What follows belongs to an exercise in optimizing a design on an open flow for small area; a production flow would make more cautious choices.
No functional check of the RTL was part of this run.
Power is estimated from default activity; no workload was simulated.

**flow/design.v**
```verilog
package lx_bus_pkg;
  localparam int DATA_WIDTH = 32;
  localparam int ADDR_WIDTH = 32;
  localparam int MSG_WIDTH = 4;
  localparam int CACHE_WORDS = 4;
  localparam int BUS_WORDS = 2;
  localparam int BEATS = CACHE_WORDS / BUS_WORDS;
  localparam int LINE_OFFSET_BITS = 2;
  typedef enum logic [MSG_WIDTH-1:0] {
    NO_REQ     = 4'd0,
    R_REQ      = 4'd1,
    WB_REQ     = 4'd2,
    RFO_BCAST  = 4'd6,
    MEM_RESP   = 4'd10,
    MEM_RESP_S = 4'd11,
    MEM_C_RESP = 4'd12
  } msg_t;
  typedef logic [DATA_WIDTH-1:0] word_t;
  typedef word_t [BUS_WORDS-1:0] beat_t;
  typedef union packed {
    word_t [CACHE_WORDS-1:0] words;
    beat_t [BEATS-1:0] beats;
  } line_t;
  typedef logic beat_index_t;
  typedef enum logic [2:0] {
    IDLE,
    READ_LINE,
    SEND_BEATS,
    RECEIVE,
    WRITE_LINE,
    WAIT_CLEAR
  } state_t;
endpackage
module line_buffer
(
  input  logic        clock,
  input  logic        reset,
  input  logic        store_line,
  input  logic        store_beat,
  input  lx_bus_pkg::beat_index_t beat_index,
  input  lx_bus_pkg::line_t       line_in,
  input  lx_bus_pkg::beat_t       beat_in,
  output lx_bus_pkg::line_t       line_out,
  output lx_bus_pkg::beat_t       beat_out
);
  lx_bus_pkg::line_t line_q;
  always_ff @(posedge clock) begin
    if (reset) begin
      line_q <= '0;
    end else if (store_line) begin
      for (int w = 0; w < lx_bus_pkg::CACHE_WORDS; w++) begin
        line_q.words[w] <= line_in.words[w];
      end
    end else if (store_beat) begin
      line_q.beats[beat_index] <= beat_in;
    end
  end
  assign line_out = line_q;
  always_comb begin
    if (store_line) begin
      beat_out = line_in.beats[beat_index];
    end else begin
      beat_out = line_q.beats[beat_index];
    end
  end
endmodule
module bus_driver
(
  input  logic                  clock,
  input  logic                  reset,
  input  logic                  send_beat,
  input  logic                  respond,
  input  logic                  clear_bus,
  input  lx_bus_pkg::msg_t                  resp_msg,
  input  logic [lx_bus_pkg::ADDR_WIDTH-1:0] resp_address,
  input  lx_bus_pkg::beat_t                 beat_in,
  output lx_bus_pkg::msg_t                  bus_msg_out,
  output logic [lx_bus_pkg::ADDR_WIDTH-1:0] bus_address_out,
  output lx_bus_pkg::beat_t                 bus_data_out
);
  always_ff @(posedge clock) begin
    if (reset || clear_bus) begin
      bus_msg_out     <= lx_bus_pkg::NO_REQ;
      bus_address_out <= '0;
      bus_data_out    <= '0;
    end else begin
      if (respond) begin
        bus_msg_out     <= resp_msg;
        bus_address_out <= resp_address;
      end
      if (send_beat) begin
        bus_data_out <= beat_in;
      end
    end
  end
endmodule
module cache_driver
(
  input  logic                  clock,
  input  logic                  reset,
  input  logic                  cache_request,
  input  logic                  cache_write,
  input  logic                  cache_release,
  input  lx_bus_pkg::msg_t                  req_msg,
  input  logic [lx_bus_pkg::ADDR_WIDTH-1:0] req_address,
  input  lx_bus_pkg::line_t                 line_in,
  output lx_bus_pkg::msg_t                  cache_msg_out,
  output logic [lx_bus_pkg::ADDR_WIDTH-1:0] cache_address_out,
  output lx_bus_pkg::line_t                 cache_data_out
);
  logic [lx_bus_pkg::ADDR_WIDTH-1:0] line_address;
  assign line_address = {req_address[lx_bus_pkg::ADDR_WIDTH-1:lx_bus_pkg::LINE_OFFSET_BITS],
                         {lx_bus_pkg::LINE_OFFSET_BITS{1'b0}}};
  always_ff @(posedge clock) begin
    if (reset || cache_release) begin
      cache_msg_out     <= lx_bus_pkg::NO_REQ;
      cache_address_out <= '0;
      cache_data_out    <= '0;
    end else if (cache_request || cache_write) begin
      cache_msg_out     <= req_msg;
      cache_address_out <= line_address;
      if (cache_write) begin
        cache_data_out <= line_in;
      end else begin
        cache_data_out <= '0;
      end
    end
  end
endmodule
module lx_bus_control
(
  input  logic                  clock,
  input  logic                  reset,
  input  logic                  req_ready,
  input  lx_bus_pkg::msg_t                  bus_msg_in,
  input  logic [lx_bus_pkg::ADDR_WIDTH-1:0] bus_address_in,
  input  lx_bus_pkg::msg_t                  cache_msg_in,
  output logic [lx_bus_pkg::ADDR_WIDTH-1:0] req_address,
  output lx_bus_pkg::msg_t                  req_msg,
  output lx_bus_pkg::beat_index_t           beat_index,
  output logic                  store_line,
  output logic                  store_beat,
  output logic                  send_beat,
  output logic                  respond,
  output logic                  clear_bus,
  output logic                  cache_request,
  output logic                  cache_write,
  output logic                  cache_release
);
  lx_bus_pkg::state_t      state;
  lx_bus_pkg::beat_index_t beat_count;
  logic        read_request;
  logic        write_request;
  logic        accept;
  logic        read_done;
  logic        write_done;
  logic        bus_idle;
  logic        read_flow;
  logic        last_beat;
  assign read_request  = (bus_msg_in == lx_bus_pkg::R_REQ) || (bus_msg_in == lx_bus_pkg::RFO_BCAST);
  assign write_request = (bus_msg_in == lx_bus_pkg::WB_REQ);
  assign accept        = (state == lx_bus_pkg::IDLE) && req_ready && (read_request || write_request);
  assign read_done     = (cache_msg_in == lx_bus_pkg::MEM_RESP) || (cache_msg_in == lx_bus_pkg::MEM_RESP_S);
  assign write_done    = (cache_msg_in == lx_bus_pkg::MEM_RESP);
  assign bus_idle      = (bus_msg_in == lx_bus_pkg::NO_REQ);
  assign read_flow     = (req_msg == lx_bus_pkg::R_REQ) || (req_msg == lx_bus_pkg::RFO_BCAST);
  assign last_beat     = (beat_count == lx_bus_pkg::beat_index_t'(lx_bus_pkg::BEATS - 1));
  assign beat_index    = beat_count;
  always_ff @(posedge clock) begin
    if (reset) begin
      state      <= lx_bus_pkg::IDLE;
      beat_count <= '0;
      req_msg    <= lx_bus_pkg::NO_REQ;
    end else begin
      case (state)
        lx_bus_pkg::IDLE: begin
          if (accept) begin
            req_msg    <= bus_msg_in;
            beat_count <= '0;
            state      <= read_request ? lx_bus_pkg::READ_LINE : lx_bus_pkg::RECEIVE;
          end
        end
        lx_bus_pkg::READ_LINE: begin
          if (read_done) begin
            beat_count <= beat_count + 1'b1;
            state      <= lx_bus_pkg::SEND_BEATS;
          end
        end
        lx_bus_pkg::SEND_BEATS: begin
          beat_count <= beat_count + 1'b1;
          if (last_beat) begin
            state <= lx_bus_pkg::WAIT_CLEAR;
          end
        end
        lx_bus_pkg::RECEIVE: begin
          beat_count <= beat_count + 1'b1;
          if (last_beat) begin
            state <= lx_bus_pkg::WRITE_LINE;
          end
        end
        lx_bus_pkg::WRITE_LINE: begin
          if (write_done) begin
            state <= lx_bus_pkg::WAIT_CLEAR;
          end
        end
        lx_bus_pkg::WAIT_CLEAR: begin
          if (bus_idle) begin
            state <= lx_bus_pkg::IDLE;
          end
        end
        default: begin
          state <= lx_bus_pkg::IDLE;
        end
      endcase
    end
  end
  always_ff @(posedge clock) begin
    if (accept) begin
      req_address <= bus_address_in;
    end
  end
  always_comb begin
    store_line    = 1'b0;
    store_beat    = 1'b0;
    send_beat     = 1'b0;
    respond       = 1'b0;
    clear_bus     = 1'b0;
    cache_request = 1'b0;
    cache_write   = 1'b0;
    cache_release = 1'b0;
    case (state)
      lx_bus_pkg::READ_LINE: begin
        cache_request = !read_done;
        store_line    = read_done;
        cache_release = read_done;
        respond       = read_done;
        send_beat     = read_done;
      end
      lx_bus_pkg::SEND_BEATS: send_beat = 1'b1;
      lx_bus_pkg::RECEIVE:    store_beat = 1'b1;
      lx_bus_pkg::WRITE_LINE: begin
        cache_write   = !write_done;
        cache_release = write_done;
        respond       = write_done;
      end
      lx_bus_pkg::WAIT_CLEAR: clear_bus = read_flow || bus_idle;
      default: begin
      end
    endcase
  end
endmodule
module lx_bus_interface
(
  input  logic                  clock,
  input  logic                  reset,
  input  logic                  req_ready,
  input  lx_bus_pkg::msg_t                  bus_msg_in,
  input  logic [lx_bus_pkg::ADDR_WIDTH-1:0] bus_address_in,
  input  lx_bus_pkg::beat_t                 bus_data_in,
  output lx_bus_pkg::msg_t                  bus_msg_out,
  output logic [lx_bus_pkg::ADDR_WIDTH-1:0] bus_address_out,
  output lx_bus_pkg::beat_t                 bus_data_out,
  input  lx_bus_pkg::msg_t                  cache_msg_in,
  input  lx_bus_pkg::line_t                 cache_data_in,
  output lx_bus_pkg::msg_t                  cache_msg_out,
  output logic [lx_bus_pkg::ADDR_WIDTH-1:0] cache_address_out,
  output lx_bus_pkg::line_t                 cache_data_out
);
  logic [lx_bus_pkg::ADDR_WIDTH-1:0] req_address;
  lx_bus_pkg::msg_t                  req_msg;
  lx_bus_pkg::beat_index_t           beat_index;
  logic                  store_line;
  logic                  store_beat;
  logic                  send_beat;
  logic                  respond;
  logic                  clear_bus;
  logic                  cache_request;
  logic                  cache_write;
  logic                  cache_release;
  lx_bus_pkg::line_t                 buffered_line;
  lx_bus_pkg::beat_t                 selected_beat;
  lx_bus_control i_lx_bus_control (
    .clock          (clock),
    .reset          (reset),
    .req_ready      (req_ready),
    .bus_msg_in     (bus_msg_in),
    .bus_address_in (bus_address_in),
    .cache_msg_in   (cache_msg_in),
    .req_address    (req_address),
    .req_msg        (req_msg),
    .beat_index     (beat_index),
    .store_line     (store_line),
    .store_beat     (store_beat),
    .send_beat      (send_beat),
    .respond        (respond),
    .clear_bus      (clear_bus),
    .cache_request  (cache_request),
    .cache_write    (cache_write),
    .cache_release  (cache_release)
  );
  line_buffer i_line_buffer (
    .clock      (clock),
    .reset      (reset),
    .store_line (store_line),
    .store_beat (store_beat),
    .beat_index (beat_index),
    .line_in    (cache_data_in),
    .beat_in    (bus_data_in),
    .line_out   (buffered_line),
    .beat_out   (selected_beat)
  );
  bus_driver i_bus_driver (
    .clock           (clock),
    .reset           (reset),
    .send_beat       (send_beat),
    .respond         (respond),
    .clear_bus       (clear_bus),
    .resp_msg        (cache_msg_in),
    .resp_address    (req_address),
    .beat_in         (selected_beat),
    .bus_msg_out     (bus_msg_out),
    .bus_address_out (bus_address_out),
    .bus_data_out    (bus_data_out)
  );
  cache_driver i_cache_driver (
    .clock             (clock),
    .reset             (reset),
    .cache_request     (cache_request),
    .cache_write       (cache_write),
    .cache_release     (cache_release),
    .req_msg           (req_msg),
    .req_address       (req_address),
    .line_in           (buffered_line),
    .cache_msg_out     (cache_msg_out),
    .cache_address_out (cache_address_out),
    .cache_data_out    (cache_data_out)
  );
endmodule
```
**flow/run.sh**
```bash
#!/bin/bash
# synth_recipe.tcl (not shown) runs the flow's synth.tcl, then flattens the netlist and writes it again
# the make line also repeats each setting of config.mk as NAME=value (left out here)
make -C /OpenROAD-flow-scripts/flow DESIGN_CONFIG=/design/flow/config.mk WORK_HOME=/design/flow/orfs CLKGATE_MAP_FILE= SYNTH_SCRIPT=/design/flow/synth_recipe.tcl finish
```
**flow/config.mk**
```make
export PLATFORM = sky130hd
export DESIGN_NAME = lx_bus_interface
export DESIGN_NICKNAME = lx_bus_interface
export VERILOG_FILES = /design/flow/design.v
export SDC_FILE = /design/flow/constraint.sdc
export NUM_CORES = 4
export LEC_CHECK = 0
export CAP_MARGIN = 20
export CORE_MARGIN = 2
export CORE_UTILIZATION = 40
export SLEW_MARGIN = 20
```
**flow/constraint.sdc**
```tcl
create_clock -name core_clock -period 4.0 [get_ports {clock}]
set_input_delay 0.8000 -clock core_clock [delete_from_list [all_inputs] [get_ports {clock}]]
set_output_delay 0.8000 -clock core_clock [all_outputs]
set_load 0.01 [all_outputs]
```
==> results.cfg <==
[synth]
synth_ff_type = sky130_fd_sc_hd__dfxtp_1
netlist_area_sq_um = 17400
yosys.area.top_type = sky130_fd_sc_hd__dfxtp_1
synthCells = 1942
ys.warnings.count = 4
syn_area_per_cell_sq_um = 8.97
synth_top_area_share_pct = 45.8
yosys-top-cells-count = 405 x sky130_fd_sc_hd__nand2_1, 398 x sky130_fd_sc_hd__dfxtp_1, 246 x sky130_fd_sc_hd__nor2_1
synthMostInstantiatedCell = sky130_fd_sc_hd__nand2_1
ys_top_cells_by_area = sky130_fd_sc_hd__dfxtp_1 46%, sky130_fd_sc_hd__nand2_1 8.7%, sky130_fd_sc_hd__a22oi_1 6.8%
synth_cell_types = 53
ys_seq_area_share_pct = 51.3
synth_edf_count = 32
synth-seq-cells = 430
ys_async_sr_fraction_pct = 0

[sta]
slew_headroom_pct = 28.2
timing_worst_slew_pin_value_ps = 1070
setup_repair_after_global_routing_missed_its_margin = false
finalSetupTns_ps = 0
fin_skew_ps = 15.7
final-hold-violation-count = 0
final_max_slew_viol_count = 0
hold_slack_ps = 451
finalWorstPathRequiredPeriod_ps = 2860
fmaxAchievable_mhz = 350
final.period_utilization_pct = 71.4
setup-violations-final = 0

[global_routing]
wire_length_of_the_first_global_routing_pass_um = 97200
gr-total-overflow = 0
grt_start_max_net_pins = 89
grt_antenna_before_repair = 14
number_of_global_route_vias_before_repair = 16092
groute.usage.overall_pct = 28.1

[floorplan]
io_pins = 499
fp.dieH_um = 213
std_cell_core_area_sq_um = 43000
core.rowCount = 76
design.die.area_sq_um = 45200
initial_core_util_pct = 40.5
chipWidth_um = 213

[clocking]
post_cts.repair.setup_buffers = 0
cts_made_buffers = 47
cts-root-to-sink-buffers = 3
postCtsHoldBufs = 0
clock_h_tree_levels = 2
cts_root_buf = sky130_fd_sc_hd__clkbuf_16
ctsResizeCount = 0
clock_sinks = 430
clk_pin_slew_worst_paths_ps = 60
clock_latency_ps = 570
tritoncts_clock_tree = yes

[critical_path]
cp_endpoint_kind = flip-flop
critPathLaunchType = flip-flop
maximum_fanout_count_along_the_critical_path = 24
register_to_register_setup_slack_ps = 1140
timing.critical_path.required_ps = 4450
data_arrival_time_of_the_critical_path_ps = 3300
timing.setup.critical_path_class = flip-flop to flip-flop

[routing]
vias_per_cell = 5.61
routed_wl_um = 65700
first_iter_violations = 1189
ant_nets = 0
final_routed_wire_length_divided_by_cell_count_um = 22.1
route.detailed.drc = 0
dr_total_vias = 16651
tritonroute_pass_1_iters = 5

[placement]
port-buffer-count = 496
place.detailed.hpwl_um = 42300
post_dp_cell_area_sq_um = 22700
gpl.final_weighted_congestion = 0.843
placed_cells = 2867

[power_and_ir_drop]
total_power_consumption_uw = 12700
power_density_nw_per_um2 = 523
power_leakage_uw = 0.00809
ir_worst_vdd_v = 0.000296

[run_status]
run_status = no timing/DRC/antenna violations

[final_layout]
syn_to_final_growth_pct = 40.0
layoutNonFillerInstCount = 2966
final_layout_size_suffix_gt1_share_pct = 8.31
final_cell_area_sq_um = 24400
fin_nets = 2567

[hold_path]
worstHoldPathType = flip-flop to flip-flop

[flow_run]
maxCapViolations = 0
## power breakdown
group / switching (uW) / total, uW / internal [uW]
Sequential: 352 / 5040 / 4690
Clock: 1810 / 4640 / 2830
Combinational: 1830 / 3070 / 1240
Total: 4000 / 12700 / 8750
## metrics by stage
| stage | utilization (%) | setup WS (ps) |
|---|---|---|
| global placement | 52.7 | 715 |
| CTS | 56.6 | 1140 |
| floorplan | - | 1000 |
| global route | 56.7 | 975 |
| detailed placement | 52.7 | 653 |
| finish | 56.7 | 1140 |
## cells by family after synthesis
| group | synth area share, % |
|---|---|
| buffers and inverters | 5.50 |
| other | 0.0215 |
| AO/OA/AOI/OAI | 20.4 |
| multiplexers | 3.61 |
| AND/OR/NAND/NOR | 19.2 |
| flip-flops | 51.3 |
## area by class of cell
cell class,count,area (sq um)
Sequential cell,430,8930
Multi-Input combinational cell,1321,7620
Inverter,2,7.51
Tap cell,585,732
Antenna cell,11,27.5
Clock buffer,75,1510
Clock inverter,12,163
Fill cell,3915,18600
Timing Repair Buffer,530,5400
## cells in the final DEF, fill, tap and decap left out, types with 27 or more instances in the layout
master | netlist | routed
sky130_fd_sc_hd__nor2_1 | 246 | 246
sky130_fd_sc_hd__o221a_2 | 33 | 33
sky130_fd_sc_hd__a22o_1 | 27 | 27
sky130_fd_sc_hd__dfxtp_1 | 398 | 397
sky130_fd_sc_hd__a21oi_1 | 133 | 132
sky130_fd_sc_hd__nand2_1 | 405 | 403
sky130_fd_sc_hd__clkbuf_16 | 0 | 50
sky130_fd_sc_hd__nand3_1 | 129 | 128
sky130_fd_sc_hd__clkdlybuf4s50_1 | 0 | 495
sky130_fd_sc_hd__edfxtp_1 | 32 | 32
sky130_fd_sc_hd__a311oi_1 | 101 | 101
sky130_fd_sc_hd__a22oi_1 | 157 | 157
sky130_fd_sc_hd__mux4_2 | 27 | 27
## final timing paths
| check | from | depth (start not counted) | endpoint |
|---|---|---|---|
| setup / recovery | i_lx_bus_control.state[1] | 5 | flip-flop |
| hold / removal | i_cache_driver.cache_address_out[13] | 2 | i_cache_driver.cache_address_out[13] |
| setup reg to reg | i_lx_bus_control.state[1] | 5 | flip-flop |
| hold reg to reg | i_cache_driver.cache_address_out[13] | 2 | i_cache_driver.cache_address_out[13] |
## routing by layer
metal | wire length (um) | up-vias | track usage, %
li1 | - | 7739 | -
met1 | 26300 | 8031 | 34.5
met2 | 30700 | 737 | 45.6
met3 | 6220 | 136 | 8.14
met4 | 2450 | 8 | 12.6
met5 | 55 | - | 0
## worst max-delay path: stages (launching register included)
cell and delay, ps:
sky130_fd_sc_hd__dfxtp_1 770, sky130_fd_sc_hd__nor2b_1 430, sky130_fd_sc_hd__and2_2 600, sky130_fd_sc_hd__buf_4 480, sky130_fd_sc_hd__nand2_1 110, sky130_fd_sc_hd__a311oi_1 330

-- re-timing with driven ports --
The flow's constraints put no driver on any port. The routed layout listed below was extracted and timed again, unchanged, in two steps.
Step 1 (the two cells are an assumption about what drives the block):
set clk [get_ports {clock}]
set_driving_cell -lib_cell sky130_fd_sc_hd__clkbuf_16 $clk
set_driving_cell -lib_cell sky130_fd_sc_hd__buf_2 [delete_from_list [all_inputs] $clk]
Step 2 also shifts input and output timing later by t, the mid clock arrival at the registers, as if the neighbouring blocks saw the same clock.
Slacks: ideal / step 1 / step 2; pairs: ideal / step 1.
shift t [ns]: 0.621
slack for setup (ns): 1.145 / 1.145 / 0.628
hold WS [ns]: 0.451 / 0.451 / 0.451
After both steps this run still meets setup and hold. For this run, drivers alone change the setup slack by 0.000 ns; drivers and shift together by -0.517 ns.
